Background: an optimization exercise with open tools, aiming at small area. Do not read the settings as production practice. Only simulation tests tie the RTL to the original design; equivalence was not proved. Power is estimated from default activity; no workload was simulated.

==> inputs of 12-17 <==
## active_list
module active_list (
  input  logic        clk,
  input  logic        rst_n,
  input  logic        add_mapping,    
  input  logic [11:0] alloc_pair,     
  output logic [4:0]  alloc_tag,      
  input  logic        wb_valid,
  input  logic [36:0] wb_result,      
  input  logic        commit_ack,     
  input  logic        flush,
  output logic        commit_valid,
  output logic [37:0] commit,         
  output logic        restore_valid,  
  output logic [11:0] restore_pair,   
  output logic        flush_busy,
  output logic        dq_full         
);
  localparam int AW = $clog2(32);
  localparam int PW = 2 * 6;
  localparam int DW = 32;
  localparam int NS = 8;
  active_list_pkg::wb_result_t wb_res;
  assign wb_res = active_list_pkg::wb_result_t'(wb_result);
  logic [PW-1:0]        pair_mem [32];  
  logic [AW:0]          head;                  
  logic [AW:0]          tail;                  
  logic                 walking;               
  logic                 list_empty;
  logic                 alloc_accept;
  logic                 wb_write;
  logic                 retire;
  logic                 walk_step;
  logic [AW-1:0]        rd_index;              
  logic [PW-1:0]        rd_pair;
  logic [DW-1:0]        slot_data [NS];        
  logic [AW-1:0]        slot_tag  [NS];        
  logic [NS-1:0]        slot_busy;             
  logic [NS-1:0]        slot_free;             
  logic [NS-1:0]        hit;                   
  logic [DW-1:0]        head_data;
  assign list_empty   = (head == tail);
  assign dq_full      = &slot_busy;
  assign flush_busy   = walking;
  assign alloc_accept = add_mapping && !walking;
  assign wb_write     = wb_valid && !walking && !dq_full;
  assign walk_step    = walking && !list_empty;
  assign alloc_tag     = tail[AW-1:0];
  assign restore_valid = walk_step;
  ...
==> flow/config.mk <==
export PLATFORM = sky130hd
export DESIGN_NAME = active_list
export DESIGN_NICKNAME = active_list
export VERILOG_FILES = /design/flow/design.v
export SDC_FILE = /design/flow/constraint.sdc
export NUM_CORES = 4
export LEC_CHECK = 0
export CAP_MARGIN = 0
export CORE_MARGIN = 2
export CORE_UTILIZATION = 70
export GPL_TIMING_DRIVEN = 0
export SLEW_MARGIN = 0
==> flow/constraint.sdc <==
create_clock -name core_clock -period 7.5 [get_ports {clk}]
set_input_delay 1.5000 -clock core_clock [delete_from_list [all_inputs] [get_ports {clk}]]
set_output_delay 1.5000 -clock core_clock [all_outputs]
set_load 0.01 [all_outputs]
standard.sh (not shown) runs the stock make flow with config.mk's settings and CLKGATE_MAP_FILE= SYNTH_SCRIPT=/design/flow/synth_recipe.tcl, a recipe that flattens the netlist after the stock synthesis.
==> flow/flow/run.sh <==
#!/bin/bash
# Own flow: the standard layout (standard.sh), with these changes:
#  - synthesis is the standard one except for the ABC script that maps the
#    combinational logic, which is flow/abc_area_map.script (area recovery
#    with &nf -R instead of the delay-driven default); registers, their
#    names and cell types are untouched, since dfflibmap runs before ABC
#  - port buffers use the smallest buffer, sky130_fd_sc_hd__buf_1
#  - clock tree synthesis clusters up to 16 flip-flops within 60 um under
#    each clkbuf_8 and inserts no dummy loads
# Each ORFS step writes its tool's full output to orfs/logs/; the whole
# make output also goes to standard.log in this folder.
set -euo pipefail
here=$(pwd)
rm -rf "$here/scripts_own"
cp -r "$FLOW_HOME/scripts" "$here/scripts_own"
cp "$here/flow/abc_area_map.script" "$here/scripts_own/abc_speed.script"
export SCRIPTS_DIR="$here/scripts_own"
export BUFFER_PORTS_ARGS="-buffer_cell sky130_fd_sc_hd__buf_1"
export CTS_ARGS="-sink_clustering_enable -repair_clock_nets -dont_use_dummy_load -sink_clustering_size 16 -sink_clustering_max_diameter 60 -buf_list {sky130_fd_sc_hd__clkbuf_8}"
bash standard.sh > standard.log 2>&1
==> flow/flow/abc_area_map.script <==
&get -n
&st
&syn3
&dch -f
&nf -R 2000 -p
&st
&syn3
&dch -f
&nf -R 2000 -p
&put
topo
dnsize -c
==> 09-27: changes against 12-17 <==
==> flow/flow/abc_area_map.script (replaced) <==
&get -n
&st
&syn2
&dch -f
&nf -R 1000
&st
&syn2
&dch -f
&nf -R 1000
&st
&synch2
&nf -R 1000
&put
topo
dnsize -c
Settings changed: CAP_MARGIN 0 to 20, CORE_UTILIZATION 70 to 65, GPL_TIMING_DRIVEN 0 to not set, SLEW_MARGIN 0 to 20.
==> impl_results.html <==
<table>
<tr><th>Metric</th><th>Value</th></tr>
<tr><th colspan="2">Critical path</th></tr>
<tr><td>Count of buffer and inverter cells on the critical path</td><td>3</td></tr>
<tr><td>Crit path to</td><td>restore_pair[0]</td></tr>
<tr><td>Delay of the slowest cell on the worst path</td><td>0.58 ns</td></tr>
<tr><th colspan="2">Global routing</th></tr>
<tr><td>M3 GR Usage</td><td>5.72%</td></tr>
<tr><th colspan="2">Synth</th></tr>
<tr><td>Cell area after synthesis</td><td>between 20,000 and 30,000 um^2</td></tr>
<tr><td>Simple-gate share of the synthesized area</td><td>4.82%</td></tr>
<tr><td>Synth Instances</td><td>around 1,400</td></tr>
<tr><th colspan="2">Outcome</th></tr>
<tr><td>Run status</td><td>complete, no violations</td></tr>
<tr><th colspan="2">Drt</th></tr>
<tr><td>Detailed-route wire length per cell</td><td>about 28 um</td></tr>
<tr><td>Wire length reported by the detailed router</td><td>roughly 57,000 um</td></tr>
<tr><td>Met2 routed wirelength</td><td>about 28,000 um</td></tr>
<tr><td>M1 wire length</td><td>22,200 um</td></tr>
<tr><th colspan="2">Layout</th></tr>
<tr><td>Layout Nets</td><td>1,630</td></tr>
<tr><td>Clock Network Area Fraction</td><td>2.46%</td></tr>
<tr><td>Final design instance area without fill</td><td>roughly 28,000 um^2</td></tr>
<tr><td>Final core area utilization</td><td>between 70 and 80%</td></tr>
<tr><th colspan="2">STA</th></tr>
<tr><td>Achievable Freq</td><td>approximately 160 MHz</td></tr>
<tr><th colspan="2">Placement</th></tr>
<tr><td>Placed cell count</td><td>between 1,500 and 2,000</td></tr>
<tr><th colspan="2">Power</th></tr>
<tr><td>Clk power</td><td>1.67 mW</td></tr>
</table>
# the run above: 12-17

==> impl_results.html <==
<table>
<tr><th>Metric</th><th>Value</th></tr>
<tr><th colspan="2">Critical path</th></tr>
<tr><td>Worst-path maximum fanout</td><td>19</td></tr>
<tr><td>Delay of the slowest cell on the worst path</td><td>a little under 1 ns</td></tr>
<tr><td>Count of buffer and inverter cells on the critical path</td><td>2</td></tr>
<tr><td>Cell family with most CP delay</td><td>simple AND/OR/NAND/NOR gates</td></tr>
<tr><th colspan="2">Drt</th></tr>
<tr><td>M1 wire length</td><td>about 24,000 um</td></tr>
<tr><td>Met2 routed wirelength</td><td>a little over 30,000 um</td></tr>
<tr><td>Detailed-route wire length per cell</td><td>roughly 28 um</td></tr>
<tr><td>Wire length reported by the detailed router</td><td>between 60,000 and 70,000 um</td></tr>
<tr><th colspan="2">Layout</th></tr>
<tr><td>Clock Network Area Fraction</td><td>between 2 and 2.5%</td></tr>
<tr><td>Non-filler cells in the finished layout</td><td>~2,200</td></tr>
<tr><td>Final design instance area without fill</td><td>28,300 um^2</td></tr>
<tr><td>Final core area utilization</td><td>a little under three quarters</td></tr>
<tr><th colspan="2">Floorplan</th></tr>
<tr><td>Die outline area</td><td>a little over 40,000 um^2</td></tr>
<tr><th colspan="2">Outcome</th></tr>
<tr><td>Run status</td><td>complete, no violations</td></tr>
<tr><th colspan="2">STA</th></tr>
<tr><td>Achievable Freq</td><td>between 150 and 200 MHz</td></tr>
<tr><th colspan="2">Synth</th></tr>
<tr><td>Cell area after synthesis</td><td>roughly 26,000 um^2</td></tr>
<tr><td>Synth Instances</td><td>approximately 1,500</td></tr>
<tr><th colspan="2">Power</th></tr>
<tr><td>Clk power</td><td>approximately 1.7 mW</td></tr>
</table>
# the run above: 09-27

[static timing again, ports no longer ideal]
The results above use ideal ports. As a check the final layouts listed here were re-extracted and re-timed, cells and wires unchanged. Step 1, drivers: a clkbuf_16 drives clk and a buf_2 each remaining input, both assumed. Step 2 also shifts input and output timing later by t, the mid clock arrival at the registers, as if the neighbouring blocks saw the same clock. Slacks: no drivers / after step 1 / after step 2; pairs: no drivers / after step 1.
| run | shift t [ns] | setup slack, ns | hold WS [ns] | latest minus earliest clock arrival (ns) |
|---|---|---|---|---|
| 12-17 | 0.677 | 1.300 / 1.250 / 1.927 | 0.498 / 0.498 / 0.498 | 0.033 / 0.032 |
| 09-27 | 0.693 | 0.883 / 0.829 / 1.522 | 0.494 / 0.494 / 0.494 | 0.106 / 0.106 |
After both steps every run listed still meets setup and hold.
